Source: an optimization exercise on an open RTL-to-GDS flow (aim: small area, a short achievable clock period and few clock cycles per item). Production flows keep margins and buffers that such runs may drop.
Function was checked by simulation only, so behaviour that the tests miss may differ from the original.

[flow/run.sh]
#!/bin/bash
# synth_recipe.tcl (not shown) runs the flow's synth.tcl, then flattens the netlist and writes it again
# the make line also repeats each setting of config.mk as NAME=value (left out here)
make -C /OpenROAD-flow-scripts/flow DESIGN_CONFIG=/design/flow/config.mk WORK_HOME=/design/flow/orfs CLKGATE_MAP_FILE= SYNTH_SCRIPT=/design/flow/synth_recipe.tcl finish
[flow/config.mk]
export PLATFORM = sky130hd
export DESIGN_NAME = mac_array_top
export DESIGN_NICKNAME = mac_array_top
export VERILOG_FILES = /design/flow/design.v
export SDC_FILE = /design/flow/constraint.sdc
export NUM_CORES = 4
export LEC_CHECK = 0
export ABC_AREA = 1
export CAP_MARGIN = 20
export CORE_MARGIN = 2
export CORE_UTILIZATION = 65
export SETUP_SLACK_MARGIN = 2.9
export SLEW_MARGIN = 20
[flow/constraint.sdc]
create_clock -name core_clock -period 5.5 [get_ports {clk}]
set_input_delay 1.1000 -clock core_clock [delete_from_list [all_inputs] [get_ports {clk}]]
set_output_delay 1.1000 -clock core_clock [all_outputs]
set_load 0.01 [all_outputs]
[flow/design.v]
package mac_array_pkg;
    localparam int LEN_W = 8;
endpackage
module mac_array_lane (
    input  logic        clk,
    input  logic        fire,
    input  logic [15:0] in_data,
    input  logic [7:0]  in_weight,
    input  logic        clr,
    input  logic        o_load,
    output logic [23:0] out_acc,
    output logic        out_sat
);
    logic [15:0] x1;
    logic [3:0]  one_d, two_d, neg_d, one1, two1, neg1;
    logic [24:0] s_c, c_c;
    logic [24:0] h2, g2;
    logic [23:0] acc;
    logic        sat;
    logic [24:0] a, x, y, t;
    logic        ovf;
    logic [23:0] res;
    logic        sat_new;
    always_comb begin
        for (int i = 0; i < 4; i++) begin
            logic b2, b1, b0;
            b2 = in_weight[2*i+1];
            b1 = in_weight[2*i];
            b0 = (i == 0) ? 1'b0 : in_weight[2*i-1];
            one_d[i] = fire && (b1 ^ b0);
            two_d[i] = fire && ((b2 && !b1 && !b0) || (!b2 && b1 && b0));
            neg_d[i] = fire && b2;
        end
    end
    always_ff @(posedge clk) begin
        x1   <= in_data;
        one1 <= one_d;
        two1 <= two_d;
        neg1 <= neg_d;
    end
    mac_array_tree u_tree (
        .x  (x1),
        .one(one1),
        .two(two1),
        .neg(neg1),
        .s  (s_c),
        .c  (c_c)
    );
    always_ff @(posedge clk) begin
        h2 <= s_c ^ c_c;
        g2 <= s_c & c_c;
    end
    assign a = {acc[23], acc};
    assign x = a ^ h2;
    assign y = {(a[23:0] | g2[23:0]) & (h2[23:0] | g2[23:0]), 1'b0};
    logic [24:0] ad_p, ad_g, ad_o;
    assign ad_p = x ^ y;
    assign ad_g = x & y;
    assign ad_o = x | y;
    wire ad_n0 = ad_g[1] | ((ad_o[1] & x[0]) & y[0]);
    wire ad_n1 = ad_g[3] | ((ad_o[3] & x[2]) & y[2]);
    wire ad_n2 = ad_p[3] & ad_p[2];
    wire ad_n3 = ad_g[5] | ((ad_o[5] & x[4]) & y[4]);
    wire ad_n4 = ad_p[5] & ad_p[4];
    wire ad_n5 = ad_g[7] | ((ad_o[7] & x[6]) & y[6]);
    wire ad_n6 = ad_p[7] & ad_p[6];
    wire ad_n7 = ad_g[9] | ((ad_o[9] & x[8]) & y[8]);
    wire ad_n8 = ad_p[9] & ad_p[8];
    wire ad_n9 = ad_g[11] | ((ad_o[11] & x[10]) & y[10]);
    wire ad_n10 = ad_p[11] & ad_p[10];
    wire ad_n11 = ad_g[13] | ((ad_o[13] & x[12]) & y[12]);
    wire ad_n12 = ad_p[13] & ad_p[12];
    wire ad_n13 = ad_g[15] | ((ad_o[15] & x[14]) & y[14]);
    wire ad_n14 = ad_p[15] & ad_p[14];
    wire ad_n15 = ad_g[17] | ((ad_o[17] & x[16]) & y[16]);
    wire ad_n16 = ad_p[17] & ad_p[16];
    wire ad_n17 = ad_g[19] | ((ad_o[19] & x[18]) & y[18]);
    wire ad_n18 = ad_p[19] & ad_p[18];
    wire ad_n19 = ad_g[21] | ((ad_o[21] & x[20]) & y[20]);
    wire ad_n20 = ad_p[21] & ad_p[20];
    wire ad_n21 = ad_g[23] | ((ad_o[23] & x[22]) & y[22]);
    wire ad_n22 = ad_p[23] & ad_p[22];
    wire ad_n23 = ad_g[2] | (ad_p[2] & ad_n0);
    wire ad_n24 = ad_n1 | (ad_n2 & ad_n0);
    wire ad_n25 = ad_g[6] | (ad_p[6] & ad_n3);
    wire ad_n26 = ad_p[6] & ad_n4;
    wire ad_n27 = ad_n5 | (ad_n6 & ad_n3);
    wire ad_n28 = ad_n6 & ad_n4;
    wire ad_n29 = ad_g[10] | (ad_p[10] & ad_n7);
    wire ad_n30 = ad_p[10] & ad_n8;
    wire ad_n31 = ad_n9 | (ad_n10 & ad_n7);
    wire ad_n32 = ad_n10 & ad_n8;
    wire ad_n33 = ad_g[14] | (ad_p[14] & ad_n11);
    wire ad_n34 = ad_p[14] & ad_n12;
    wire ad_n35 = ad_n13 | (ad_n14 & ad_n11);
    wire ad_n36 = ad_n14 & ad_n12;
    wire ad_n37 = ad_g[18] | (ad_p[18] & ad_n15);
    wire ad_n38 = ad_p[18] & ad_n16;
    wire ad_n39 = ad_n17 | (ad_n18 & ad_n15);
    wire ad_n40 = ad_n18 & ad_n16;
    wire ad_n41 = ad_g[22] | (ad_p[22] & ad_n19);
    wire ad_n42 = ad_p[22] & ad_n20;
    wire ad_n43 = ad_n21 | (ad_n22 & ad_n19);
    wire ad_n44 = ad_n22 & ad_n20;
    wire ad_n45 = ad_g[4] | (ad_p[4] & ad_n24);
    wire ad_n46 = ad_n3 | (ad_n4 & ad_n24);
    wire ad_n47 = ad_n25 | (ad_n26 & ad_n24);
    wire ad_n48 = ad_n27 | (ad_n28 & ad_n24);
    wire ad_n49 = ad_g[12] | (ad_p[12] & ad_n31);
    wire ad_n50 = ad_p[12] & ad_n32;
    wire ad_n51 = ad_n11 | (ad_n12 & ad_n31);
    wire ad_n52 = ad_n12 & ad_n32;
    wire ad_n53 = ad_n33 | (ad_n34 & ad_n31);
    wire ad_n54 = ad_n34 & ad_n32;
    wire ad_n55 = ad_n35 | (ad_n36 & ad_n31);
    wire ad_n56 = ad_n36 & ad_n32;
    wire ad_n57 = ad_g[20] | (ad_p[20] & ad_n39);
    wire ad_n58 = ad_p[20] & ad_n40;
    wire ad_n59 = ad_n19 | (ad_n20 & ad_n39);
    wire ad_n60 = ad_n20 & ad_n40;
    wire ad_n61 = ad_n41 | (ad_n42 & ad_n39);
    wire ad_n62 = ad_n42 & ad_n40;
    wire ad_n63 = ad_n43 | (ad_n44 & ad_n39);
    wire ad_n64 = ad_n44 & ad_n40;
    wire ad_n65 = ad_g[8] | (ad_p[8] & ad_n48);
    wire ad_n66 = ad_n7 | (ad_n8 & ad_n48);
    wire ad_n67 = ad_n29 | (ad_n30 & ad_n48);
    wire ad_n68 = ad_n31 | (ad_n32 & ad_n48);
    wire ad_n69 = ad_n49 | (ad_n50 & ad_n48);
    wire ad_n70 = ad_n51 | (ad_n52 & ad_n48);
    wire ad_n71 = ad_n53 | (ad_n54 & ad_n48);
    wire ad_n72 = ad_n55 | (ad_n56 & ad_n48);
    wire ad_n73 = ad_g[24] | (ad_p[24] & ad_n63);
    wire ad_n74 = ad_p[24] & ad_n64;
    wire ad_n75 = ad_g[16] | (ad_p[16] & ad_n72);
    wire ad_n76 = ad_n15 | (ad_n16 & ad_n72);
    wire ad_n77 = ad_n37 | (ad_n38 & ad_n72);
    wire ad_n78 = ad_n39 | (ad_n40 & ad_n72);
    wire ad_n79 = ad_n57 | (ad_n58 & ad_n72);
    wire ad_n80 = ad_n59 | (ad_n60 & ad_n72);
    wire ad_n81 = ad_n61 | (ad_n62 & ad_n72);
    wire ad_n82 = ad_n63 | (ad_n64 & ad_n72);
    wire ad_n83 = ad_n73 | (ad_n74 & ad_n72);
    assign t = ad_p ^ {ad_n82, ad_n81, ad_n80, ad_n79, ad_n78, ad_n77, ad_n76, ad_n75, ad_n72, ad_n71, ad_n70, ad_n69, ad_n68, ad_n67, ad_n66, ad_n65, ad_n48, ad_n47, ad_n46, ad_n45, ad_n24, ad_n23, ad_n0, ad_g[0], 1'b0};
    always_comb begin
        ovf     = t[24] ^ t[23];
        res     = {t[24], ovf ? {23{~t[24]}} : t[22:0]};
        sat_new = sat | ovf;
    end
    always_ff @(posedge clk) begin
        acc <= clr ? 24'd0 : res;
        sat <= clr ? 1'b0 : sat_new;
        if (o_load) begin
            out_acc <= res;
            out_sat <= sat_new;
        end
    end
endmodule
module mac_array_tree (
    input  logic [15:0] x,
    input  logic [3:0]  one,
    input  logic [3:0]  two,
    input  logic [3:0]  neg,
    output logic [24:0] s,
    output logic [24:0] c
);
    wire r0_0 = (one[0] & x[0]) ^ neg[0];
    wire r0_1 = ((one[0] & x[1]) | (two[0] & x[0])) ^ neg[0];
    wire r0_2 = ((one[0] & x[2]) | (two[0] & x[1])) ^ neg[0];
    wire r0_3 = ((one[0] & x[3]) | (two[0] & x[2])) ^ neg[0];
    wire r0_4 = ((one[0] & x[4]) | (two[0] & x[3])) ^ neg[0];
    wire r0_5 = ((one[0] & x[5]) | (two[0] & x[4])) ^ neg[0];
    wire r0_6 = ((one[0] & x[6]) | (two[0] & x[5])) ^ neg[0];
    wire r0_7 = ((one[0] & x[7]) | (two[0] & x[6])) ^ neg[0];
    wire r0_8 = ((one[0] & x[8]) | (two[0] & x[7])) ^ neg[0];
    wire r0_9 = ((one[0] & x[9]) | (two[0] & x[8])) ^ neg[0];
    wire r0_10 = ((one[0] & x[10]) | (two[0] & x[9])) ^ neg[0];
    wire r0_11 = ((one[0] & x[11]) | (two[0] & x[10])) ^ neg[0];
    wire r0_12 = ((one[0] & x[12]) | (two[0] & x[11])) ^ neg[0];
    wire r0_13 = ((one[0] & x[13]) | (two[0] & x[12])) ^ neg[0];
    wire r0_14 = ((one[0] & x[14]) | (two[0] & x[13])) ^ neg[0];
    wire r0_15 = ((one[0] & x[15]) | (two[0] & x[14])) ^ neg[0];
    wire r0_16 = ((one[0] & x[15]) | (two[0] & x[15])) ^ neg[0];
    wire r1_0 = (one[1] & x[0]) ^ neg[1];
    wire r1_1 = ((one[1] & x[1]) | (two[1] & x[0])) ^ neg[1];
    wire r1_2 = ((one[1] & x[2]) | (two[1] & x[1])) ^ neg[1];
    wire r1_3 = ((one[1] & x[3]) | (two[1] & x[2])) ^ neg[1];
    wire r1_4 = ((one[1] & x[4]) | (two[1] & x[3])) ^ neg[1];
    wire r1_5 = ((one[1] & x[5]) | (two[1] & x[4])) ^ neg[1];
    wire r1_6 = ((one[1] & x[6]) | (two[1] & x[5])) ^ neg[1];
    wire r1_7 = ((one[1] & x[7]) | (two[1] & x[6])) ^ neg[1];
    wire r1_8 = ((one[1] & x[8]) | (two[1] & x[7])) ^ neg[1];
    wire r1_9 = ((one[1] & x[9]) | (two[1] & x[8])) ^ neg[1];
    wire r1_10 = ((one[1] & x[10]) | (two[1] & x[9])) ^ neg[1];
    wire r1_11 = ((one[1] & x[11]) | (two[1] & x[10])) ^ neg[1];
    wire r1_12 = ((one[1] & x[12]) | (two[1] & x[11])) ^ neg[1];
    wire r1_13 = ((one[1] & x[13]) | (two[1] & x[12])) ^ neg[1];
    wire r1_14 = ((one[1] & x[14]) | (two[1] & x[13])) ^ neg[1];
    wire r1_15 = ((one[1] & x[15]) | (two[1] & x[14])) ^ neg[1];
    wire r1_16 = ((one[1] & x[15]) | (two[1] & x[15])) ^ neg[1];
    wire r2_0 = (one[2] & x[0]) ^ neg[2];
    wire r2_1 = ((one[2] & x[1]) | (two[2] & x[0])) ^ neg[2];
    wire r2_2 = ((one[2] & x[2]) | (two[2] & x[1])) ^ neg[2];
    wire r2_3 = ((one[2] & x[3]) | (two[2] & x[2])) ^ neg[2];
    wire r2_4 = ((one[2] & x[4]) | (two[2] & x[3])) ^ neg[2];
    wire r2_5 = ((one[2] & x[5]) | (two[2] & x[4])) ^ neg[2];
    wire r2_6 = ((one[2] & x[6]) | (two[2] & x[5])) ^ neg[2];
    wire r2_7 = ((one[2] & x[7]) | (two[2] & x[6])) ^ neg[2];
    wire r2_8 = ((one[2] & x[8]) | (two[2] & x[7])) ^ neg[2];
    wire r2_9 = ((one[2] & x[9]) | (two[2] & x[8])) ^ neg[2];
    wire r2_10 = ((one[2] & x[10]) | (two[2] & x[9])) ^ neg[2];
    wire r2_11 = ((one[2] & x[11]) | (two[2] & x[10])) ^ neg[2];
    wire r2_12 = ((one[2] & x[12]) | (two[2] & x[11])) ^ neg[2];
    wire r2_13 = ((one[2] & x[13]) | (two[2] & x[12])) ^ neg[2];
    wire r2_14 = ((one[2] & x[14]) | (two[2] & x[13])) ^ neg[2];
    wire r2_15 = ((one[2] & x[15]) | (two[2] & x[14])) ^ neg[2];
    wire r2_16 = ((one[2] & x[15]) | (two[2] & x[15])) ^ neg[2];
    wire r3_0 = (one[3] & x[0]) ^ neg[3];
    wire r3_1 = ((one[3] & x[1]) | (two[3] & x[0])) ^ neg[3];
    wire r3_2 = ((one[3] & x[2]) | (two[3] & x[1])) ^ neg[3];
    wire r3_3 = ((one[3] & x[3]) | (two[3] & x[2])) ^ neg[3];
    wire r3_4 = ((one[3] & x[4]) | (two[3] & x[3])) ^ neg[3];
    wire r3_5 = ((one[3] & x[5]) | (two[3] & x[4])) ^ neg[3];
    wire r3_6 = ((one[3] & x[6]) | (two[3] & x[5])) ^ neg[3];
    wire r3_7 = ((one[3] & x[7]) | (two[3] & x[6])) ^ neg[3];
    wire r3_8 = ((one[3] & x[8]) | (two[3] & x[7])) ^ neg[3];
    wire r3_9 = ((one[3] & x[9]) | (two[3] & x[8])) ^ neg[3];
    wire r3_10 = ((one[3] & x[10]) | (two[3] & x[9])) ^ neg[3];
    wire r3_11 = ((one[3] & x[11]) | (two[3] & x[10])) ^ neg[3];
    wire r3_12 = ((one[3] & x[12]) | (two[3] & x[11])) ^ neg[3];
    wire r3_13 = ((one[3] & x[13]) | (two[3] & x[12])) ^ neg[3];
    wire r3_14 = ((one[3] & x[14]) | (two[3] & x[13])) ^ neg[3];
    wire r3_15 = ((one[3] & x[15]) | (two[3] & x[14])) ^ neg[3];
    wire r3_16 = ((one[3] & x[15]) | (two[3] & x[15])) ^ neg[3];
    wire t0 = r0_6 ^ r1_4;
    wire t1 = r0_6 & r1_4;
    wire t2 = r0_7 ^ r1_5;
    wire t3 = r0_7 & r1_5;
    wire t4 = r0_8 ^ r1_6;
    wire t5 = r0_8 & r1_6;
    wire t6 = r0_9 ^ r1_7;
    wire t7 = r0_9 & r1_7;
    wire t8 = r0_10 ^ r1_8;
    wire t9 = r0_10 & r1_8;
    wire t10 = r0_11 ^ r1_9;
    wire t11 = r0_11 & r1_9;
    wire t12 = r0_12 ^ r1_10;
    wire t13 = r0_12 & r1_10;
    wire t14 = r0_13 ^ r1_11;
    wire t15 = r0_13 & r1_11;
    wire t16 = r0_14 ^ r1_12;
    wire t17 = r0_14 & r1_12;
    wire t18 = r0_15 ^ r1_13;
    wire t19 = r0_15 & r1_13;
    wire t20 = r0_16 ^ r1_14;
    wire t21 = r0_16 & r1_14;
    wire t22 = r0_16 ^ r1_15;
    wire t23 = r0_16 & r1_15;
    wire t24 = ~r0_16 ^ ~r1_16;
    wire t25 = ~r0_16 & ~r1_16;
    wire t26 = r0_4 ^ r1_2;
    wire t27 = r0_4 & r1_2;
    wire t28 = r0_5 ^ r1_3;
    wire t29 = r0_5 & r1_3;
    wire t30 = r2_2 ^ r3_0 ^ neg[3];
    wire t31 = (r2_2 & r3_0) | (r2_2 & neg[3]) | (r3_0 & neg[3]);
    wire t32 = r2_3 ^ r3_1 ^ t1;
    wire t33 = (r2_3 & r3_1) | (r2_3 & t1) | (r3_1 & t1);
    wire t34 = r2_4 ^ r3_2 ^ t3;
    wire t35 = (r2_4 & r3_2) | (r2_4 & t3) | (r3_2 & t3);
    wire t36 = r2_5 ^ r3_3 ^ t5;
    wire t37 = (r2_5 & r3_3) | (r2_5 & t5) | (r3_3 & t5);
    wire t38 = r2_6 ^ r3_4 ^ t7;
    wire t39 = (r2_6 & r3_4) | (r2_6 & t7) | (r3_4 & t7);
    wire t40 = r2_7 ^ r3_5 ^ t9;
    wire t41 = (r2_7 & r3_5) | (r2_7 & t9) | (r3_5 & t9);
    wire t42 = r2_8 ^ r3_6 ^ t11;
    wire t43 = (r2_8 & r3_6) | (r2_8 & t11) | (r3_6 & t11);
    wire t44 = r2_9 ^ r3_7 ^ t13;
    wire t45 = (r2_9 & r3_7) | (r2_9 & t13) | (r3_7 & t13);
    wire t46 = r2_10 ^ r3_8 ^ t15;
    wire t47 = (r2_10 & r3_8) | (r2_10 & t15) | (r3_8 & t15);
    wire t48 = r2_11 ^ r3_9 ^ t17;
    wire t49 = (r2_11 & r3_9) | (r2_11 & t17) | (r3_9 & t17);
    wire t50 = r2_12 ^ r3_10 ^ t19;
    wire t51 = (r2_12 & r3_10) | (r2_12 & t19) | (r3_10 & t19);
    wire t52 = r2_13 ^ r3_11 ^ t21;
    wire t53 = (r2_13 & r3_11) | (r2_13 & t21) | (r3_11 & t21);
    wire t54 = r2_14 ^ r3_12 ^ t23;
    wire t55 = (r2_14 & r3_12) | (r2_14 & t23) | (r3_12 & t23);
    wire t56 = 1'b1 ^ r2_15 ^ r3_13;
    wire t57 = (1'b1 & r2_15) | (1'b1 & r3_13) | (r2_15 & r3_13);
    wire t58 = r0_2 ^ r1_0;
    wire t59 = r0_2 & r1_0;
    wire t60 = r0_3 ^ r1_1;
    wire t61 = r0_3 & r1_1;
    wire t62 = r2_0 ^ neg[2] ^ t26;
    wire t63 = (r2_0 & neg[2]) | (r2_0 & t26) | (neg[2] & t26);
    wire t64 = r2_1 ^ t27 ^ t28;
    wire t65 = (r2_1 & t27) | (r2_1 & t28) | (t27 & t28);
    wire t66 = t0 ^ t29 ^ t30;
    wire t67 = (t0 & t29) | (t0 & t30) | (t29 & t30);
    wire t68 = t2 ^ t31 ^ t32;
    wire t69 = (t2 & t31) | (t2 & t32) | (t31 & t32);
    wire t70 = t4 ^ t33 ^ t34;
    wire t71 = (t4 & t33) | (t4 & t34) | (t33 & t34);
    wire t72 = t6 ^ t35 ^ t36;
    wire t73 = (t6 & t35) | (t6 & t36) | (t35 & t36);
    wire t74 = t8 ^ t37 ^ t38;
    wire t75 = (t8 & t37) | (t8 & t38) | (t37 & t38);
    wire t76 = t10 ^ t39 ^ t40;
    wire t77 = (t10 & t39) | (t10 & t40) | (t39 & t40);
    wire t78 = t12 ^ t41 ^ t42;
    wire t79 = (t12 & t41) | (t12 & t42) | (t41 & t42);
    wire t80 = t14 ^ t43 ^ t44;
    wire t81 = (t14 & t43) | (t14 & t44) | (t43 & t44);
    wire t82 = t16 ^ t45 ^ t46;
    wire t83 = (t16 & t45) | (t16 & t46) | (t45 & t46);
    wire t84 = t18 ^ t47 ^ t48;
    wire t85 = (t18 & t47) | (t18 & t48) | (t47 & t48);
    wire t86 = t20 ^ t49 ^ t50;
    wire t87 = (t20 & t49) | (t20 & t50) | (t49 & t50);
    wire t88 = t22 ^ t51 ^ t52;
    wire t89 = (t22 & t51) | (t22 & t52) | (t51 & t52);
    wire t90 = t24 ^ t53 ^ t54;
    wire t91 = (t24 & t53) | (t24 & t54) | (t53 & t54);
    wire t92 = t25 ^ t55 ^ t56;
    wire t93 = (t25 & t55) | (t25 & t56) | (t55 & t56);
    wire t94 = ~r2_16 ^ r3_14 ^ t57;
    wire t95 = (~r2_16 & r3_14) | (~r2_16 & t57) | (r3_14 & t57);
    wire t96 = 1'b1 ^ r3_15;
    wire t97 = 1'b1 & r3_15;
    assign s = {1'b1, 1'b1, ~r3_16, t95, t93, t91, t89, t87, t85, t83, t81, t79, t77, t75, t73, t71, t69, t67, t65, t63, t61, t59, neg[1], r0_1, r0_0};
    assign c = {1'b0, 1'b0, t97, t96, t94, t92, t90, t88, t86, t84, t82, t80, t78, t76, t74, t72, t70, t68, t66, t64, t62, t60, t58, 1'b0, neg[0]};
endmodule
module mac_array
#(
    parameter int DATA_WIDTH   = 16,
    parameter int WEIGHT_WIDTH = 8,
    parameter int ACCUM_WIDTH  = 24,
    parameter int LANES        = 8,
    parameter int LEN_WIDTH    = 8
) (
    input  logic                          clk,
    input  logic                          rst,
    input  logic [LEN_WIDTH-1:0]          cfg_len_m1,
    input  logic                          in_valid,
    output logic                          in_ready,
    input  logic [LANES*DATA_WIDTH-1:0]   in_data,
    input  logic [LANES*WEIGHT_WIDTH-1:0] in_weight,
    output logic                          out_valid,
    input  logic                          out_ready,
    output logic [LANES*ACCUM_WIDTH-1:0]  out_accum,
    output logic [LANES-1:0]              out_sat
);
    logic                 in_ready_q;
    logic                 inprog_q;       
    logic [LEN_WIDTH-1:0] rem_q;          
    logic                 v1_q, f1_q, l1_q;  
    logic                 v2_q, l2_q;        
    logic                 afin_q;         
    logic                 ovalid_q;
    logic                 fire, first, last, clr;
    logic                 inprog_d;
    logic [LEN_WIDTH-1:0] rem_d;
    logic                 ofree, fin, o_load, afin_d, ovalid_d;
    logic                 fin1, a1, o1, fin2, a2, in_ready_d;
    always_comb begin
        fire  = in_valid && in_ready_q;
        first = !inprog_q;
        last  = first ? (cfg_len_m1 == '0) : (rem_q == LEN_WIDTH'(1));
        clr   = f1_q;
        if (fire) begin
            inprog_d = !last;
            rem_d    = first ? cfg_len_m1 : rem_q - LEN_WIDTH'(1);
        end else begin
            inprog_d = inprog_q;
            rem_d    = rem_q;
        end
        ofree    = !ovalid_q || out_ready;
        fin      = v2_q && l2_q;
        o_load   = ofree && (fin || (!v2_q && afin_q));
        afin_d   = fin ? !ofree : (afin_q && !(!v2_q && ofree));
        ovalid_d = o_load || (ovalid_q && !out_ready);
        fin1 = v1_q && l1_q;
        a1   = fin1 ? (ovalid_d || afin_d) : (afin_d && !(!v1_q && !ovalid_d));
        o1   = ovalid_d || fin1 || (!v1_q && afin_d);
        fin2 = fire && last;
        a2   = fin2 ? (o1 || a1) : (a1 && !(!fire && !o1));
        in_ready_d = !(!inprog_d && a2);
    end
    always_ff @(posedge clk) begin
        if (rst) begin
            in_ready_q <= 1'b1;
            inprog_q   <= 1'b0;
            rem_q      <= '0;
            v1_q       <= 1'b0;
            f1_q       <= 1'b0;
            l1_q       <= 1'b0;
            v2_q       <= 1'b0;
            l2_q       <= 1'b0;
            afin_q     <= 1'b0;
            ovalid_q   <= 1'b0;
        end else begin
            in_ready_q <= in_ready_d;
            inprog_q   <= inprog_d;
            rem_q      <= rem_d;
            v1_q       <= fire;
            f1_q       <= fire && first;
            l1_q       <= fire && last;
            v2_q       <= v1_q;
            l2_q       <= l1_q;
            afin_q     <= afin_d;
            ovalid_q   <= ovalid_d;
        end
    end
    assign in_ready  = in_ready_q;
    assign out_valid = ovalid_q;
    for (genvar g = 0; g < LANES; g++) begin : g_lane
        mac_array_lane u_lane (
            .clk      (clk),
            .fire     (fire),
            .in_data  (in_data[g*DATA_WIDTH +: DATA_WIDTH]),
            .in_weight(in_weight[g*WEIGHT_WIDTH +: WEIGHT_WIDTH]),
            .clr      (clr),
            .o_load   (o_load),
            .out_acc  (out_accum[g*ACCUM_WIDTH +: ACCUM_WIDTH]),
            .out_sat  (out_sat[g])
        );
    end
endmodule
module mac_array_top (
    input  logic         clk,
    input  logic         rst,
    input  logic [7:0]   cfg_len_m1,
    input  logic         in_valid,
    output logic         in_ready,
    input  logic [127:0] in_data,
    input  logic [63:0]  in_weight,
    output logic         out_valid,
    input  logic         out_ready,
    output logic [191:0] out_accum,
    output logic [7:0]   out_sat
);
    mac_array #(
        .DATA_WIDTH  (16),
        .WEIGHT_WIDTH(8),
        .ACCUM_WIDTH (24),
        .LANES       (8),
        .LEN_WIDTH   (8)
    ) u_mac_array (
        .clk       (clk),
        .rst       (rst),
        .cfg_len_m1(cfg_len_m1),
        .in_valid  (in_valid),
        .in_ready  (in_ready),
        .in_data   (in_data),
        .in_weight (in_weight),
        .out_valid (out_valid),
        .out_ready (out_ready),
        .out_accum (out_accum),
        .out_sat   (out_sat)
    );
endmodule
==> results of run 1 <==
-- critical path, stage by stage (launching register included) --
cell      delay [ps]
dfxtp_2          380
xor2_2           220
inv_2             80
ha_4             300
nand2_4           60
buf_6            110
nor4_4           350
nand2_4          110
nand3_4          170
nand2_4          100
nand2_4          120
nand2_4           80
buf_12           160
nand3_4          100
buf_4            170
nand3b_4          90
nand2_1           60
inv_1             80
-- synthesized netlist by cell type (all sizes together) --
library cell	count	area share (%)
o221ai	1	0.014
nand3b	39	0.48
a31oi	8	0.081
mux2	2	0.037
o21ai	88	0.72
nand4	16	0.16
ha	597	12
nand2	966	6.3
nor3	27	0.33
xor2	709	10
inv	1446	8.8
nand3	150	1.8
a31o	8	0.11
dfxtp	801	26
a21o	56	0.68
nor2	250	1.5
or2	1	0.010
fa	256	8.3
o21a	8	0.098
nor4	11	0.19
a21oi	466	4.1
o22ai	480	4.9
a311oi	1	0.014
o21bai	17	0.26
xnor2	80	1.1
and2	8	0.081
o31ai	1	0.012
buf	126	1.2
clkbuf	94	0.57
o211ai	3	0.037
edfxtp	200	9.8
a32o	2	0.033
-- routing by layer --
metal,global-route usage [%],vias to the layer above
li1,-,23700
met5,0,-
met2,57.8,3265
met1,41.5,25800
met3,4.93,990
met4,15.1,0
-- registers in the layout, summed over array words and instances, names as in the netlist, 8 cells and up --
signal / cells
u_mac_array.g_lane.u_lane.x1: 128
u_mac_array.g_lane.u_lane.neg1: 32
u_mac_array.g_lane.u_lane.one1: 32
u_mac_array.g_lane.u_lane.acc: 192
u_mac_array.g_lane.u_lane.g2: 176
u_mac_array.g_lane.u_lane.out_sat: 8
u_mac_array.g_lane.u_lane.sat: 8
u_mac_array.g_lane.u_lane.two1: 32
u_mac_array.rem_q: 8
u_mac_array.g_lane.u_lane.h2: 184
u_mac_array.g_lane.u_lane.out_acc: 192
-- final timing paths --
kind                                                          to  slack (ps)  cells past startpoint                            startpoint
worst min register to register                  u_mac_array.l2_q         470                      2                      u_mac_array.l1_q
worst min-delay path                            u_mac_array.l2_q         470                      2                      u_mac_array.l1_q
worst max register to register  u_mac_array.g_lane[0].u_lane.sat        2620                     17  u_mac_array.g_lane[0].u_lane.acc[15]
worst max-delay path            u_mac_array.g_lane[0].u_lane.sat        2620                     17  u_mac_array.g_lane[0].u_lane.acc[15]
-- logic make-up (layout without fill, tap and decap cells) --
family | Yosys count | in the layout
buffers and inverters | 1666 | 2509
and+or+nand+nor | 1468 | 1530
AOI/OAI and AO/OA | 1139 | 1139
DFF | 1001 | 1001
adders and majority gates | 853 | 853
xor gates and xnor gates | 789 | 789
muxes | 2 | 2
other | 0 | 2
-- stage by stage --
| stage | hold WS (ps) | setup slack [ps] |
|---|---|---|
| floorplan | 419 | 1010 |
| global placement | 437 | 2180 |
| detailed placement | 437 | 2100 |
| CTS | 467 | 2850 |
| global route | 492 | 2560 |
| finish | 469 | 2620 |
-- area by class of cell --
class	count	share of cell area [%]
diodes	2	0.00603
clock buffers	148	3.84
clock inverters	52	0.798
inverters	1446	6.86
multi-input cells	4313	49.4
flip-flops and latches	1001	27.1
well taps	1254	1.89
repair buffers	838	9.93
repair inverters	25	0.217
-- timing repair --
item                                    in CTS  in global routing
endpoints found under the setup margin     809                583
resized for setup                          857               1268
pin swaps                                  185                387
gates cloned                                64                 33
setup buffers                              239                177
==> results.tsv, run 1 <==
stage	metric	value	unit
run	max cap viols	0	
timing	Max Slew Vio Count	0	
finish	Nets	8788	
detailed_routing	residual DRC count	0	
cts	CTS Buf Count	106	
timing	RSZ-0062 raised after global routing	yes	
worst_setup_path	critical path class	reg -> reg	
yosys	register area share after synthesis	35.8	%
cts	root buf cell	clkbuf_16	
worst_setup_path	CP arrival	3460	ps
place	RePlAce Congestion	0.915	
global_routing	initial antenna violation count	3	
cts	total clock sinks	1001	
global_routing	maximum number of pins on one net before global-route repair	113	
detailed_routing	Routed Antenna Nets	0	
yosys	XOR/XNOR Fraction of Synth Area	11.2	%
detailed_routing	M1 WL	73300	microns
floorplanning	die width	312	microns
global_routing	number of global-route vias before repair	50000	
cts	Skew-Pair Late Insertion Delay	700	ps
worst_setup_path	endpoint class of the critical path	flop	
outcome	status	finished clean	
yosys	Synth Area in Simple Gates	10.9	%
finish	Layout Utilization	88.6	%
timing	Clock Skew	24.5	ps
detailed_routing	DRT iter0 DRCs	6038	
yosys	mux contribution to synthesized area	0.0366	%
detailed_routing	drt first pass iters	9	
finish	post-route cell area	0.0829	sq mm
finish	Post-Layout Cell Count	9079	
finish	fill count	4286	
detailed_routing	met3 WL	16900	microns
global_routing	GRT Residual Overflow	0	
yosys	average size of a mapped cell	8.90	sq um
detailed_routing	WL/cell	22.2	microns
detailed_routing	DR vias/cell	5.92	
detailed_routing	Total Wirelength	201000	microns
worst_setup_path	critical path peak fanout	5	
detailed_routing	Top Metal Used	met4	
global_routing	global-route wire length before repair	263000	microns
timing	Final setup violation count	0	
global_routing	Tot GR Track Use	33.5	%
timing	post-route minimum period	2880	ps
cts	Hold Buf Count CTS	0	
yosys	post-synthesis adder-cell area fraction	20.4	%
finish	footprint of the multi-input gates	0.0410	sq mm
timing	Tightest Pin Transition	1030	ps
place	Placed Cells	8364	
timing	Max Freq	348	MHz
detailed_routing	via count	53700	
yosys	Mapped Area	0.0616	sq mm
floorplanning	die footprint	0.0972	sq mm
yosys	Syn Nets	7975	
timing	final worst-path cycle share	52.3	%
yosys	largest family of logic cells by synthesized area	adder cells	
cts	CTS tree	built	
timing	Final Hold Viols	0	
yosys	Mapped Cells	6918	
min_path	Worst Hold Class	reg -> reg	
cts	H-tree Lvls	3	
finish	commonest non-fill, non-tap cell in the layout	inv_1	
cts	CTS clock-pin slew for the worst setup and hold paths	70	ps
yosys	compound-cell area share of the yosys netlist	11.0	%
worst_setup_path	Critical Path RT	6080	ps
place	Placement Cell Area	0.0662	sq mm
yosys	register bit total from synthesis	1001	
floorplanning	Core ar.	0.0936	sq mm
floorplanning	Ports	406	
timing	Slew HR	31.6	%
timing	Setup TNS	0	ps
finish	share of layout cells above drive strength 1	28.8	%
cts	clock buffer depth	3	
finish	FF/Latch Area	0.0224	sq mm
floorplanning	Starting Density	65.8	%
place	port buffer count	405	
finish	synth-to-layout area growth	34.6	%
yosys	Synth cell types	47	
detailed_routing	metal2 WL	97600	microns
worst_setup_path	startpoint types	flop	
floorplanning	die extent in y	312	microns
floorplanning	# rows	112	
place	HPWL after DPL	103000	microns
finish	commonest cells after routing, fill and taps aside	inv_1, nand2_1, xor2_1	
yosys	Synth warnings	2	
Testbench counts, summed over its fixed seeds: cycles 27,915, items 3,200.
==> inputs of run 2 (changes only) <==
--- a/flow/config.mk
+++ b/flow/config.mk
@@ -9,5 +9,5 @@
 export CAP_MARGIN = 20
 export CORE_MARGIN = 2
 export CORE_UTILIZATION = 65
-export SETUP_SLACK_MARGIN = 2.9
+export SETUP_SLACK_MARGIN = 2.6
 export SLEW_MARGIN = 20
==> run 2 against run 1 <==
Net effect:
- flip-flop and latch count did not move
- synthesized area unchanged
- register-to-register slack hardly changed
- via count down 11%
- hold slack lost 6.6 ps
- critical endpoint is now u_mac_array.g_lane[7].u_lane.h2[13]
==> results.tsv, run 2 <==
stage	metric	value	unit	change
outcome	status	finished clean		
cts	Skew-Pair Late Insertion Delay	690	ps	about the same
global_routing	maximum number of pins on one net before global-route repair	128		+13%
floorplanning	die width	312	microns	unchanged
detailed_routing	via count	47800		-11%
timing	Final WS setup	2620	ps	-3.75 ps
finish	Layout Utilization	77.9	%	-11 points
worst_setup_path	crit path to	u_mac_array.g_lane[7].u_lane.h2[13]		
finish	Nets	8460		-3.7%
detailed_routing	DRT iter0 DRCs	3651		-40%
timing	final worst-path cycle share	52.4	%	+0.068 points
timing	Setup TNS	0	ps	unchanged
worst_setup_path	critical path class	reg -> reg		
finish	synth-to-layout area growth	18.3	%	
yosys	Mapped Cells	6918		unchanged
timing	Hold Slack	463	ps	-6.63 ps
timing	Max Slew Vio Count	0		unchanged
yosys	register bit total from synthesis	1001		unchanged
timing	Final Hold Viols	0		unchanged
finish	commonest cells after routing, fill and taps aside	inv_1, nand2_1, dfxtp_1		
global_routing	global-route wire length before repair	237000	microns	-9.6%
run	max cap viols	0		unchanged
place	Placed Cells	8364		unchanged
yosys	EDFF count, synth	200		unchanged
detailed_routing	residual DRC count	0		unchanged
timing	post-route minimum period	2880	ps	+3.75 ps
worst_setup_path	CP max stage cell	fa_1		
cts	clock buffer depth	3		unchanged
finish	Post-Layout Cell Count	8752		-3.6%
yosys	register area share after synthesis	35.8	%	unchanged
place	HPWL after DPL	103000	microns	+0.31%
floorplanning	die footprint	0.0972	sq mm	unchanged
yosys	top_reg_cell synth	dfxtp_1		
detailed_routing	WL/cell	17.7	microns	-20%
detailed_routing	drt first pass iters	6		-3
detailed_routing	Routed Antenna Nets	0		unchanged
worst_setup_path	Levels on crit path	10		-7
finish	share of layout cells above drive strength 1	10.1	%	-19 points
worst_setup_path	CP arrival	3450	ps	about the same
place	RePlAce Congestion	0.921		+0.63%
worst_setup_path	Buf+Inv Stages, Crit Path	4		-1
place	Placement Cell Area	0.0662	sq mm	unchanged
worst_setup_path	critical path peak fanout	12		+7
yosys	most frequent cells after synthesis	inv_1, nand2_1, dfxtp_1		
timing	Slew HR	38.0	%	+6.4 points
finish	fill count	6527		+52%
cts	CTS Buf Count	106		unchanged
worst_setup_path	slowest stage delay, CP	480	ps	+100 ps
detailed_routing	DR vias/cell	5.46		-7.7%
worst_setup_path	r2r endpoint	u_mac_array.g_lane[7].u_lane.h2[13]		
cts	total clock sinks	1001		unchanged
yosys	ys async rst share	0	%	unchanged
worst_setup_path	Reg-to-Reg Start	u_mac_array.g_lane[7].u_lane.one1[1]		
worst_setup_path	endpoint class of the critical path	flop		
timing	Clock Skew	18.7	ps	-5.81 ps
cts	CTS clock-pin slew for the worst setup and hold paths	60	ps	about the same
finish	Top Registers	u_mac_array.g_lane.u_lane.acc x192, u_mac_array.g_lane.u_lane.out_acc x192, u_mac_array.g_lane.u_lane.h2 x184		
floorplanning	die extent in y	312	microns	unchanged
timing	Final setup violation count	0		unchanged
yosys	Yosys top cell area share	26.0	%	unchanged
finish	post-route cell area	0.0729	sq mm	-12%
yosys	Synth cell types	47		unchanged
global_routing	Tot GR Track Use	30.1	%	-3.4 points
worst_setup_path	startpoint types	flop		
timing	Tightest Pin Transition	929	ps	-97.6 ps
global_routing	number of global-route vias before repair	46200		-7.4%
yosys	Mapped Area	0.0616	sq mm	unchanged
worst_setup_path	reg2reg path depth	10		-7
floorplanning	Ports	406		unchanged
global_routing	initial antenna violation count	1		-2
yosys	Synth warnings	2		unchanged
floorplanning	Starting Density	65.8	%	unchanged
cts	H-tree Lvls	3		unchanged
floorplanning	# rows	112		unchanged
timing	Max Freq	347	MHz	-0.13%
cts	CTS tree	built		
worst_setup_path	Reg2Reg Setup Slack	2620	ps	about the same
floorplanning	Core ar.	0.0936	sq mm	unchanged
detailed_routing	Total Wirelength	155000	microns	-23%
place	Place WS	1920	ps	-182 ps
min_path	Worst Hold Launch	u_mac_array.l1_q		
finish	commonest non-fill, non-tap cell in the layout	inv_1		
yosys	most common cell in the netlist	inv_1		
timing	RSZ-0062 raised after global routing	yes		
place	port buffer count	405		unchanged
min_path	Worst Hold Class	reg -> reg		
yosys	ranking of synthesized cells by area	dfxtp_1, ha_1, xor2_1, edfxtp_1, inv_1		
worst_setup_path	Critical Path RT	6070	ps	about the same
global_routing	GRT Residual Overflow	0		unchanged
yosys	cell taking the most area after synthesis	dfxtp_1		
yosys	average size of a mapped cell	8.90	sq um	unchanged
worst_setup_path	CP startpoint	u_mac_array.g_lane[7].u_lane.one1[1]		
yosys	Syn Nets	7975		unchanged
cts	root buf cell	clkbuf_16		
worst_setup_path	cell family with the largest share of critical-path delay	adder cells		
worst_setup_path	worst path cell trace	clkinvlp_4 > buf_4 > o22ai_1 > xor2_1 > ha_1 > fa_1 > inv_1 > fa_1 > inv_1 > ha_1		
run 2: cell families after synthesis:
kind of cell / after synthesis / synth area share [%]
adders and majority gates: 853 / 20.4
buffers and inverters: 1666 / 10.6
and+or+nand+nor: 1468 / 10.9
DFF: 1001 / 35.8
muxes: 2 / 0.0366
xor gates and xnor gates: 789 / 11.2
AOI/OAI and AO/OA: 1139 / 11.0
run 2: what timing repair did:
action	4_1_cts	5_1_grt
setup buffers	19	115
hold buffers	0	0
gates cloned	33	18
pin swaps	17	74
gates resized for setup	87	218
endpoints found under the setup margin	367	493
run 2: worst min path at each step:
stage	endpoint	slack [ps]	cells after the start
after global placement	u_mac_array.g_lane[2].u_lane.h2[0]	430	2
after global routing	u_mac_array.rem_q[5]	510	2
after detailed placement	u_mac_array.g_lane[2].u_lane.h2[0]	430	2
after CTS	u_mac_array.g_lane[2].u_lane.h2[0]	440	2
final	u_mac_array.l2_q	460	2
after floorplan	u_mac_array.g_lane[1].u_lane.h2[0]	420	2
run 2: area by class of cell:
cell class,count,area (sq um),share of cell area [%]
clock buffer,158,3200,4.39
clock inverter,44,449,0.616
timing repair inverter,1,5.00,0.00687
tap,1254,1570,2.15
multi-input combinational,4300,34700,47.6
antenna,1,2.50,0.00343
timing repair buffer,547,5330,7.31
sequential,1001,22100,30.3
inverter,1446,5500,7.55
run 2: per-layer routing:
metal	share of wire, %	global-route usage (%)	vias to the layer above
met1	41	38.3	22700
met4	4.7	12.1	0
li1	-	-	23100
met5	0	0	-
met3	6.5	4.99	401
met2	48	50.9	1664
run 2: tightest hold or removal path, stage by stage, from the launching register on:
cell and delay, ps:
dfxtp_1 330, inv_1 60, nor2_1 30
==> inputs of run 3 (changes only) <==
--- a/flow/config.mk
+++ b/flow/config.mk
@@ -9,5 +9,5 @@
 export CAP_MARGIN = 20
 export CORE_MARGIN = 2
 export CORE_UTILIZATION = 65
-export SETUP_SLACK_MARGIN = 2.6
+export SETUP_SLACK_MARGIN = 2.5
 export SLEW_MARGIN = 20
==> run 3 against run 2 <==
Net effect:
- synthesized cell count did not move
- fmax fell by 2.4%
- critical endpoint is now u_mac_array.g_lane[7].u_lane.out_acc[15]
- flip-flop and latch count did not move
- highest routed layer unchanged
- die area did not move
- synthesized area did not move
- non-clock buffer count fell by 81
- largest cell class unchanged
- first-iteration DRC count fell by 0.41%
==> results.tsv, run 3 <==
stage	metric	value	unit	change
timing	Clock Skew	23.9	ps	+5.20 ps
timing	final worst-path cycle share	53.7	%	+1.3 points
global_routing	maximum number of pins on one net before global-route repair	128		unchanged
finish	fill count	6735		+3.2%
worst_setup_path	endpoint class of the critical path	flop		
floorplanning	# rows	112		unchanged
floorplanning	Starting Density	65.8	%	unchanged
outcome	status	finished clean		
cts	CTS Buf Count	106		unchanged
cts	CTS tree	built		
yosys	average size of a mapped cell	8.90	sq um	unchanged
finish	share of layout cells above drive strength 1	8.01	%	-2.1 points
place	RePlAce Congestion	0.921		unchanged
worst_setup_path	Critical Path RT	5940	ps	-130 ps
worst_setup_path	critical path class	reg -> reg		
yosys	Synth cell types	47		unchanged
yosys	top_reg_cell synth	dfxtp_1		
yosys	register bit total from synthesis	1001		unchanged
cts	clock buffer depth	3		unchanged
finish	Top Registers	u_mac_array.g_lane.u_lane.acc x192, u_mac_array.g_lane.u_lane.out_acc x192, u_mac_array.g_lane.u_lane.h2 x184		
cts	CTS clock-pin slew for the worst setup and hold paths	60	ps	about the same
floorplanning	Ports	406		unchanged
timing	Max Freq	339	MHz	-2.4%
cts	total clock sinks	1001		unchanged
place	Placed Cells	8364		unchanged
timing	RSZ-0062 raised after global routing	yes		
yosys	Yosys top cell area share	26.0	%	unchanged
yosys	ys async rst share	0	%	unchanged
detailed_routing	via count	46800		-2.1%
yosys	Synth warnings	2		unchanged
timing	Final WS setup	2550	ps	-71.2 ps
timing	Tightest Pin Transition	1090	ps	+164 ps
place	Place WS	1920	ps	unchanged
detailed_routing	residual DRC count	0		unchanged
timing	Max Slew Vio Count	0		unchanged
yosys	most common cell in the netlist	inv_1		
place	port buffer count	405		unchanged
finish	Nets	8369		-1.1%
worst_setup_path	CP arrival	3390	ps	-60 ps
global_routing	Tot GR Track Use	28.5	%	-1.6 points
yosys	most frequent cells after synthesis	inv_1, nand2_1, dfxtp_1		
yosys	EDFF count, synth	200		unchanged
cts	Skew-Pair Late Insertion Delay	690	ps	about the same
global_routing	initial antenna violation count	1		unchanged
worst_setup_path	startpoint types	flop		
yosys	cell taking the most area after synthesis	dfxtp_1		
detailed_routing	WL/cell	17.4	microns	-2.0%
timing	post-route minimum period	2950	ps	+71.2 ps
cts	H-tree Lvls	3		unchanged
yosys	ranking of synthesized cells by area	dfxtp_1, ha_1, xor2_1, edfxtp_1, inv_1		
finish	Post-Layout Cell Count	8661		-1.0%
finish	commonest non-fill, non-tap cell in the layout	inv_1		
run	max cap viols	0		unchanged
detailed_routing	DRT iter0 DRCs	3636		-0.41%
yosys	Syn Nets	7975		unchanged
cts	root buf cell	clkbuf_16		
detailed_routing	Routed Antenna Nets	0		unchanged
min_path	Worst Hold Class	reg -> reg		
detailed_routing	DR vias/cell	5.40		-1.1%
timing	Setup TNS	0	ps	unchanged
timing	Hold Slack	440	ps	-22.8 ps
floorplanning	die extent in y	312	microns	unchanged
place	HPWL after DPL	103000	microns	unchanged
detailed_routing	Total Wirelength	150000	microns	-3.0%
global_routing	number of global-route vias before repair	45200		-2.3%
global_routing	global-route wire length before repair	227000	microns	-4.4%
yosys	register area share after synthesis	35.8	%	unchanged
floorplanning	die width	312	microns	unchanged
timing	Slew HR	27.1	%	-11 points
worst_setup_path	critical path peak fanout	6		-6
detailed_routing	drt first pass iters	7		+1
yosys	Mapped Cells	6918		unchanged
floorplanning	die footprint	0.0972	sq mm	unchanged
timing	Final setup violation count	0		unchanged
timing	Final Hold Viols	0		unchanged
floorplanning	Core ar.	0.0936	sq mm	unchanged
finish	synth-to-layout area growth	16.4	%	
yosys	Mapped Area	0.0616	sq mm	unchanged
global_routing	GRT Residual Overflow	0		unchanged
finish	commonest cells after routing, fill and taps aside	inv_1, nand2_1, dfxtp_1		
[run 3: path summary, 6_finish.rpt]
kind | from | endpoint | slack [ps] | depth (start not counted)
worst min-delay path | u_mac_array.g_lane[2].u_lane.one1[0] | u_mac_array.g_lane[2].u_lane.h2[0] | 440 | 2
worst min register to register | u_mac_array.g_lane[2].u_lane.one1[0] | u_mac_array.g_lane[2].u_lane.h2[0] | 440 | 2
worst max register to register | u_mac_array.g_lane[7].u_lane.acc[3] | u_mac_array.g_lane[7].u_lane.out_acc[15] | 2550 | 16
worst max-delay path | u_mac_array.g_lane[7].u_lane.acc[3] | u_mac_array.g_lane[7].u_lane.out_acc[15] | 2550 | 16
[run 3: layer usage]
| layer | part of all wire (%) | vias up | GRT usage [%] | wire length, microns |
|---|---|---|---|---|
| li1 | - | 22800 | - | - |
| met1 | 42 | 22100 | 36.7 | 63500 |
| met2 | 48 | 1547 | 48.2 | 71700 |
| met3 | 6.1 | 325 | 4.81 | 9170 |
| met4 | 4.0 | 0 | 10.1 | 6000 |
| met5 | 0 | - | 0 | 0 |
[run 3: critical path, stage by stage, from the launching register on]
cell     delay (ps)
dfxtp_2         360
xor2_2          160
inv_1            60
ha_1            310
nand3_1          90
nand2_1          50
inv_1            40
nand2_1         130
nand2_2         110
nand3_4         130
nand2_2         100
nand3_4         150
a21oi_4         340
buf_4           190
nand3_4         190
a21oi_4         220
inv_1            60
[run 3: logic make-up after synthesis]
group | share of synthesized area (%)
adder cells (fa/ha/maj) | 20.4
flip-flops | 35.8
multiplexers | 0.0366
AO/OA/AOI/OAI | 11.0
buffers and inverters | 10.6
XOR/XNOR | 11.2
AND/OR/NAND/NOR | 10.9
[run 3: timing repair]
item / 4_1_cts / 5_1_grt
setup endpoints to repair: 235 / 410
resized for setup: 18 / 167
gates cloned: 5 / 35
pin swaps: 2 / 46
hold buffers: 0 / 0
buffers inserted: 2 / 52
[run 3: cell type report]
cell class	instances	area, sq um	area share (%)
inverter	1446	5440	7.59
clock buffer	158	3200	4.46
clock inverter	44	449	0.627
antenna	1	2.50	0.00349
sequential	1001	22100	30.8
tap	1254	1570	2.19
multi-input combinational	4291	34300	47.8
timing repair buffer	466	4680	6.53
[run 3: through the flow]
step / cell area, sq um / util [%]
final: 71700 / 76.6
after global routing: 71700 / 76.6
after CTS: 70000 / 74.8
after detailed placement: 66200 / 70.7
after global placement: 66200 / 70.7
after floorplan: 61600 / -
==> inputs of run 4 (changes only) <==
--- a/flow/config.mk
+++ b/flow/config.mk
@@ -9,5 +9,5 @@
 export CAP_MARGIN = 20
 export CORE_MARGIN = 2
 export CORE_UTILIZATION = 65
-export SETUP_SLACK_MARGIN = 2.5
+export SETUP_SLACK_MARGIN = 2.7
 export SLEW_MARGIN = 20
==> run 4 against run 3 <==
Net effect:
- critical endpoint is now in_ready
- critical path depth shrank 15
- register-to-register slack improved by 170 ps
- highest routed layer is now met5
- first-iteration DRC count increased by 9.7%
- fmax rose by 5.1%
- final area up 3.4%
- non-clock buffer count is 101 higher
- routed wire length increased by 5.2%
==> results.tsv, run 4 <==
stage	metric	value	unit	change
outcome	status	finished clean		
place	RePlAce Congestion	0.895		-2.8%
yosys	Synth warnings	2		unchanged
detailed_routing	residual DRC count	0		unchanged
worst_setup_path	cell family with the largest share of critical-path delay	buffers and inverters		
finish	Layout Utilization	79.1	%	+2.6 points
floorplanning	Core ar.	0.0936	sq mm	unchanged
yosys	cell taking the most area after synthesis	dfxtp_1		
floorplanning	Ports	406		unchanged
yosys	most common cell in the netlist	inv_1		
finish	fill count	6330		-6.0%
worst_setup_path	CP arrival	1710	ps	-1680 ps
cts	H-tree Lvls	3		unchanged
place	Place WS	1890	ps	-27.6 ps
floorplanning	die extent in y	312	microns	unchanged
finish	share of layout cells above drive strength 1	12.3	%	+4.3 points
finish	commonest cells after routing, fill and taps aside	inv_1, nand2_1, dfxtp_1		
cts	CTS tree	built		
floorplanning	die width	312	microns	unchanged
yosys	most frequent cells after synthesis	inv_1, nand2_1, dfxtp_1		
timing	Slew HR	25.4	%	-1.7 points
floorplanning	Starting Density	65.8	%	unchanged
cts	CTS clock-pin slew for the worst setup and hold paths	60	ps	about the same
yosys	ys async rst share	0	%	unchanged
timing	final worst-path cycle share	51.1	%	-2.6 points
cts	root buf cell	clkbuf_16		
yosys	Mapped Area	0.0616	sq mm	unchanged
cts	Skew-Pair Late Insertion Delay	700	ps	about the same
finish	synth-to-layout area growth	20.3	%	
timing	post-route minimum period	2810	ps	-143 ps
detailed_routing	DR vias/cell	5.47		+1.3%
detailed_routing	WL/cell	18.0	microns	+3.9%
timing	Final WS setup	2690	ps	+143 ps
worst_setup_path	Critical Path RT	4400	ps	-1540 ps
global_routing	met1 usage	39.3	%	+2.6 points
yosys	register area share after synthesis	35.8	%	unchanged
min_path	Worst Hold Class	reg -> reg		
global_routing	GRT Residual Overflow	0		unchanged
detailed_routing	drt first pass iters	8		+1
finish	Nets	8480		+1.3%
cts	Hold Buf Count CTS	0		unchanged
cts	clock buffer depth	3		unchanged
yosys	register bit total from synthesis	1001		unchanged
global_routing	number of global-route vias before repair	47000		+4.0%
finish	post-route cell area	0.0741	sq mm	+3.4%
timing	Tightest Pin Transition	1120	ps	+27.4 ps
worst_setup_path	Buf+Inv Stages, Crit Path	1		-3
yosys	Syn Nets	7975		unchanged
timing	Final Hold Viols	0		unchanged
place	Placement Cell Area	0.0662	sq mm	about the same
cts	total clock sinks	1001		unchanged
worst_setup_path	endpoint class of the critical path	output port		
detailed_routing	Total Wirelength	158000	microns	+5.2%
global_routing	M3 GR Usage	5.29	%	+0.48 points
detailed_routing	via count	48000		+2.6%
yosys	Yosys top cell area share	26.0	%	unchanged
yosys	EDFF count, synth	200		unchanged
detailed_routing	DRT iter0 DRCs	3987		+9.7%
yosys	average size of a mapped cell	8.90	sq um	unchanged
place	HPWL after DPL	103000	microns	+0.14%
global_routing	Tot GR Track Use	31.1	%	+2.6 points
timing	Final setup violation count	0		unchanged
floorplanning	die footprint	0.0972	sq mm	unchanged
worst_setup_path	critical path peak fanout	2		-4
worst_setup_path	worst path cell trace	clkdlybuf4s50_1		
yosys	ranking of synthesized cells by area	dfxtp_1, ha_1, xor2_1, edfxtp_1, inv_1		
yosys	Mapped Cells	6918		unchanged
finish	Top Registers	u_mac_array.g_lane.u_lane.acc x192, u_mac_array.g_lane.u_lane.out_acc x192, u_mac_array.g_lane.u_lane.h2 x184		
finish	commonest non-fill, non-tap cell in the layout	inv_1		
floorplanning	# rows	112		unchanged
place	port buffer count	405		unchanged
timing	Max Slew Vio Count	0		unchanged
timing	Setup TNS	0	ps	unchanged
global_routing	initial antenna violation count	8		+7
timing	RSZ-0062 raised after global routing	yes		
global_routing	Global Route met2 Usage	52.8	%	+4.5 points
global_routing	GRT Max-Usage Layer	met2		
worst_setup_path	CP max stage cell	clkdlybuf4s50_1		
detailed_routing	Routed Antenna Nets	0		unchanged
timing	Max Freq	356	MHz	+5.1%
run	max cap viols	0		unchanged
global_routing	maximum number of pins on one net before global-route repair	149		+16%
cts	CTS Buf Count	106		unchanged
yosys	top_reg_cell synth	dfxtp_1		
worst_setup_path	critical path class	reg -> out		
yosys	Synth cell types	47		unchanged
timing	Clock Skew	32.7	ps	+8.76 ps
worst_setup_path	startpoint types	flop		
worst_setup_path	slowest stage delay, CP	580	ps	+220 ps
global_routing	global-route wire length before repair	245000	microns	+7.9%
run 4: worst paths after layout:
kind	start	endpoint	cells past startpoint	slack [ps]
hold reg to reg	u_mac_array.l1_q	u_mac_array.l2_q	2	470
setup / recovery	u_mac_array.in_ready_q	in_ready	1	2690
setup reg to reg	u_mac_array.g_lane[5].u_lane.h2[3]	u_mac_array.g_lane[5].u_lane.out_acc[15]	17	2720
hold / removal	u_mac_array.l1_q	u_mac_array.l2_q	2	470
run 4: worst register-to-register path, cell delays in order (launching register included):
cell and delay, ps:
dfxtp_2 330, xor2_2 170, inv_1 100, ha_4 250, nand3_1 90, nand2_1 70
inv_1 60, nand2_2 80, nand2_2 100, nand3_4 100, nand2_4 100, nand3_4 110
buf_6 150, a21oi_4 260, nand3_4 170, buf_12 190, a21oi_4 170, inv_2 50
run 4: per-stage QoR:
| step | cells | hold WS (ps) |
|---|---|---|
| after floorplan | 6918 | 419 |
| after global placement | 8366 | 429 |
| after detailed placement | 8366 | 430 |
| after CTS | 8674 | 467 |
| after global routing | 8771 | 488 |
| final | 8772 | 470 |
run 4: area by class of cell:
type / instances / area (sq um) / share of cell area, %
clock buffers: 137 / 3110 / 4.20
flip-flops and latches: 1001 / 22100 / 29.9
inverters: 1446 / 5570 / 7.52
repair inverters: 6 / 42.5 / 0.0574
clock inverters: 63 / 678 / 0.915
well taps: 1254 / 1570 / 2.12
diodes: 3 / 7.51 / 0.0101
repair buffers: 567 / 5610 / 7.58
multi-input cells: 4295 / 35300 / 47.7
run 4: cells by family (layout without fill, tap and decap cells):
logic type	Yosys count	after routing	synth area share [%]
compound gates	1139	1139	11.0
flops	1001	1001	35.8
mux	2	2	0.0366
fa+ha+maj	853	853	20.4
xor+xnor	789	789	11.2
simple gates	1468	1512	10.9
other cells	0	3	0
buf+inv	1666	2219	10.6
run 4: metal layers:
layer	part of all wire [%]	routed length, microns
met2	48	76300
met3	7.3	11600
met1	40	63700
met5	0.018	29
met4	4.2	6620
run 4: repair_timing:
action	in CTS	in global routing
hold endpoints to repair	0	0
buffers inserted	69	83
endpoints found under the setup margin	557	520
pin swaps	44	98
resized for setup	218	295
gates cloned	39	12
==> inputs of run 5 (changes only) <==
--- a/flow/config.mk
+++ b/flow/config.mk
@@ -8,6 +8,6 @@
 export ABC_AREA = 1
 export CAP_MARGIN = 20
 export CORE_MARGIN = 2
-export CORE_UTILIZATION = 65
-export SETUP_SLACK_MARGIN = 2.7
+export CORE_UTILIZATION = 70
+export SETUP_SLACK_MARGIN = 2.8
 export SLEW_MARGIN = 20
==> run 5 against run 4 <==
Net effect:
- critical path type is now reg -> reg
- core utilization is 9.7 points higher
- critical path depth is 10 higher
- still clean on timing, DRC and antenna
- largest cell class unchanged
- sequential share of layout area is 1.0 points lower
- cell count is 0.67% higher
- clock skew is 24 ps higher
==> results.tsv, run 5 <==
stage	metric	value	unit	change
yosys	top_reg_cell synth	dfxtp_1		
worst_setup_path	most used cell, CP	nand3_2		
global_routing	initial antenna violation count	8		unchanged
yosys	ys async rst share	0	%	unchanged
timing	post-route minimum period	2930	ps	+116 ps
global_routing	global-route wire length before repair	253000	microns	+3.3%
yosys	register area share after synthesis	35.8	%	unchanged
floorplanning	Ports	406		unchanged
cts	CTS tree	built		
worst_setup_path	endpoint class of the critical path	flop		
worst_setup_path	reg2reg path depth	11		-6
finish	share of layout cells above drive strength 1	19.8	%	+7.5 points
detailed_routing	DR vias/cell	5.98		+9.3%
run	max cap viols	0		unchanged
global_routing	Tot GR Track Use	35.0	%	+3.9 points
worst_setup_path	crit path to	u_mac_array.g_lane[3].u_lane.acc[5]		
detailed_routing	DRT iter0 DRCs	4877		+22%
worst_setup_path	CP startpoint	u_mac_array.g_lane[3].u_lane.acc[15]		
yosys	Mapped Cells	6918		unchanged
worst_setup_path	Critical Path RT	6120	ps	+1720 ps
finish	commonest non-fill, non-tap cell in the layout	inv_1		
yosys	most common cell in the netlist	inv_1		
cts	clock buffer depth	3		unchanged
min_path	Worst Hold Launch	u_mac_array.l1_q		
worst_setup_path	critical path peak fanout	10		+8
yosys	Mapped Area	0.0616	sq mm	unchanged
cts	root buf cell	clkbuf_16		
detailed_routing	residual DRC count	0		unchanged
place	port buffer count	405		unchanged
worst_setup_path	startpoint types	flop		
timing	Clock Skew	56.7	ps	+24.0 ps
timing	Final Hold Viols	0		unchanged
floorplanning	Starting Density	70.8	%	+5.0 points
timing	Setup TNS	0	ps	unchanged
timing	Slew HR	36.7	%	+11 points
timing	final worst-path cycle share	53.2	%	+2.1 points
finish	Top Registers	u_mac_array.g_lane.u_lane.acc x192, u_mac_array.g_lane.u_lane.out_acc x192, u_mac_array.g_lane.u_lane.h2 x184		
worst_setup_path	r2r endpoint	u_mac_array.g_lane[3].u_lane.acc[5]		
cts	Skew-Pair Late Insertion Delay	730	ps	+30 ps
yosys	cell taking the most area after synthesis	dfxtp_1		
finish	fill count	4040		-36%
finish	FF/Latch Area	0.0223	sq mm	+0.71%
worst_setup_path	Reg-to-Reg Start	u_mac_array.g_lane[3].u_lane.acc[15]		
detailed_routing	Routed Antenna Nets	0		unchanged
finish	Nets	8643		+1.9%
worst_setup_path	slowest stage delay, CP	390	ps	-190 ps
worst_setup_path	Reg2Reg Setup Slack	2570	ps	-150 ps
global_routing	number of global-route vias before repair	49100		+4.6%
worst_setup_path	worst path cell trace	xor2_1 > inv_1 > ha_1 > nand2_2 > nor4_4 > nand2_4 > nand3_4 > nand2_1 > nand3_2 > nand3_2 > a21oi_1		
floorplanning	die footprint	0.0904	sq mm	-7.1%
yosys	most frequent cells after synthesis	inv_1, nand2_1, dfxtp_1		
global_routing	maximum number of pins on one net before global-route repair	113		-24%
yosys	Synth cell types	47		unchanged
detailed_routing	drt first pass iters	8		unchanged
timing	Max Freq	342	MHz	-4.0%
min_path	Worst Hold Class	reg -> reg		
cts	CTS clock-pin slew for the worst setup and hold paths	60	ps	about the same
place	HPWL after DPL	103000	microns	-0.11%
detailed_routing	WL/cell	21.3	microns	+18%
finish	footprint of the multi-input gates	0.0375	sq mm	+6.0%
detailed_routing	Total Wirelength	188000	microns	+19%
worst_setup_path	CP max stage cell	dfxtp_1		
floorplanning	die extent in y	301	microns	-3.6%
worst_setup_path	CP arrival	3540	ps	+1830 ps
finish	commonest cells after routing, fill and taps aside	inv_1, nand2_1, xor2_1		
yosys	register bit total from synthesis	1001		unchanged
detailed_routing	via count	52800		+10%
yosys	Syn Nets	7975		unchanged
floorplanning	# rows	108		-3.6%
cts	total clock sinks	1001		unchanged
yosys	EDFF count, synth	200		unchanged
timing	Final setup violation count	0		unchanged
place	RePlAce Congestion	0.940		+5.0%
yosys	ranking of synthesized cells by area	dfxtp_1, ha_1, xor2_1, edfxtp_1, inv_1		
timing	Hold Slack	471	ps	+1.33 ps
timing	RSZ-0062 raised after global routing	yes		
finish	synth-to-layout area growth	25.5	%	
floorplanning	die width	301	microns	-3.6%
cts	H-tree Lvls	3		unchanged
yosys	Yosys top cell area share	26.0	%	unchanged
yosys	Synth warnings	2		unchanged
worst_setup_path	critical path class	reg -> reg		
cts	CTS Buf Count	102		-3.8%
yosys	average size of a mapped cell	8.90	sq um	unchanged
cts	Hold Buf Count CTS	0		unchanged
timing	Max Slew Vio Count	0		unchanged
floorplanning	Core ar.	0.0870	sq mm	-7.0%
outcome	status	finished clean		
timing	Tightest Pin Transition	949	ps	-171 ps
global_routing	GRT Residual Overflow	0		unchanged
-- run 5: cell count changes in the layout (fill, tap and decap cells not counted), moves of 64 or more --
cell / previous run / this run
buf_4: 125 / 239
clkdlybuf4s50_1: 361 / 269
dfxtp_1: 737 / 629
dfxtp_2: 56 / 155
dlygate4sd2_1: 43 / 114
ha_1: 579 / 501
nand2_1: 800 / 731
o22ai_1: 475 / 411
-- run 5: worst max-delay path, delay by kind of cell, from the launching register on --
kind | cells | cell delay (ps)
compound gates | 1 | 290
buf+inv | 1 | 90
simple gates | 7 | 1390
fa+ha+maj | 1 | 380
flops | 1 | 390
xor+xnor | 1 | 280
-- run 5: repair_timing --
item                                    4_1_cts  5_1_grt
pin swaps                                    95      222
endpoints found under the setup margin      710      573
cloned                                       54       15
buffers inserted                            136      165
resized for setup                           391      767
-- run 5: final cells by class --
type / count / area share, %
diodes: 1 / 0.00324
clock buffers: 150 / 4.04
clock inverters: 43 / 0.455
inverters: 1446 / 7.28
multi-input cells: 4304 / 48.5
flip-flops and latches: 1001 / 28.8
well taps: 1155 / 1.87
repair buffers: 717 / 8.94
repair inverters: 14 / 0.117
-- run 5: kinds of logic (layout without fill, tap and decap cells) --
| group | after synthesis | after routing | share of synthesized area [%] |
|---|---|---|---|
| AO/OA/AOI/OAI | 1139 | 1139 | 11.0 |
| XOR/XNOR | 789 | 789 | 11.2 |
| adder cells (fa/ha/maj) | 853 | 853 | 20.4 |
| buffers and inverters | 1666 | 2370 | 10.6 |
| flip-flops | 1001 | 1001 | 35.8 |
| multiplexers | 2 | 2 | 0.0366 |
| other | 0 | 1 | 0 |
| AND/OR/NAND/NOR | 1468 | 1521 | 10.9 |
-- run 5: how the worst min path moves through the flow --
stage          cells after the start  slack [ps]                                 end
2_1_floorplan                      2         420  u_mac_array.g_lane[1].u_lane.h2[0]
3_3_place_gp                       2         440                    u_mac_array.l2_q
3_5_place_dp                       2         460  u_mac_array.g_lane[5].u_lane.h2[0]
4_1_cts                            2         470                u_mac_array.rem_q[5]
5_1_grt                            2         510                    u_mac_array.l2_q
6_report                           2         470                    u_mac_array.l2_q
-- run 5: through the flow --
| step | utilization (%) | instance area, sq um | instances | setup WS (ps) |
|---|---|---|---|---|
| floorplan | - | 61600 | 6918 | 1010 |
| global placement | 75.9 | 66100 | 8267 | 2170 |
| detailed placement | 75.9 | 66100 | 8267 | 2150 |
| CTS | 83.3 | 72500 | 8650 | 2770 |
| global route | 88.9 | 77300 | 8831 | 2450 |
| finish | 88.9 | 77300 | 8831 | 2570 |
-- run 5: layer usage --
| layer | GRT usage [%] | part of all wire, % | vias up |
|---|---|---|---|
| met3 | 6.45 | 9.3 | 1086 |
| met4 | 18.4 | 7.4 | 6 |
| met1 | 42.6 | 36 | 24900 |
| li1 | - | - | 23400 |
| met2 | 59.2 | 48 | 3387 |
| met5 | 0 | 0.019 | - |

[static timing again, ports no longer ideal]
In the flow no input, the clock included, has a driving cell. The finished layouts below were timed again as built, in two steps.
Step 1, drivers: a clkbuf_16 drives clk and a buf_2 each remaining input, both assumed.
Step 2, shift: input delay + t, output delay - t, t = (earliest + latest rising clock arrival at the registers) / 2. This alone moves slack from input paths to output paths.
Three values: ideal, step 1, step 2; two values: the first two.
run | shift t [ns] | setup slack, ns | hold WS [ns] | latest minus earliest clock arrival (ns) | slew at the worst register clock pin (ns)
run 1 | 0.772 | 2.623 / 2.623 / 2.153 | 0.469 / 0.469 / 0.469 | 0.029 / 0.029 | 0.07 / 0.07
run 2 | 0.752 | 2.619 / 2.574 / 2.004 | 0.463 / 0.463 / 0.463 | 0.024 / 0.023 | 0.07 / 0.07
run 3 | 0.756 | 2.548 / 2.537 / 1.912 | 0.440 / 0.440 / 0.440 | 0.024 / 0.025 | 0.07 / 0.07
run 4 | 0.757 | 2.691 / 2.614 / 2.146 | 0.470 / 0.470 / 0.470 | 0.038 / 0.038 | 0.07 / 0.07
run 5 | 0.780 | 2.575 / 2.575 / 2.286 | 0.471 / 0.471 / 0.471 | 0.057 / 0.057 | 0.07 / 0.07
After both steps setup and hold are still met in every run listed. For run 3, which loses most, drivers alone change the setup slack by -0.011 ns; drivers and shift together by -0.636 ns.
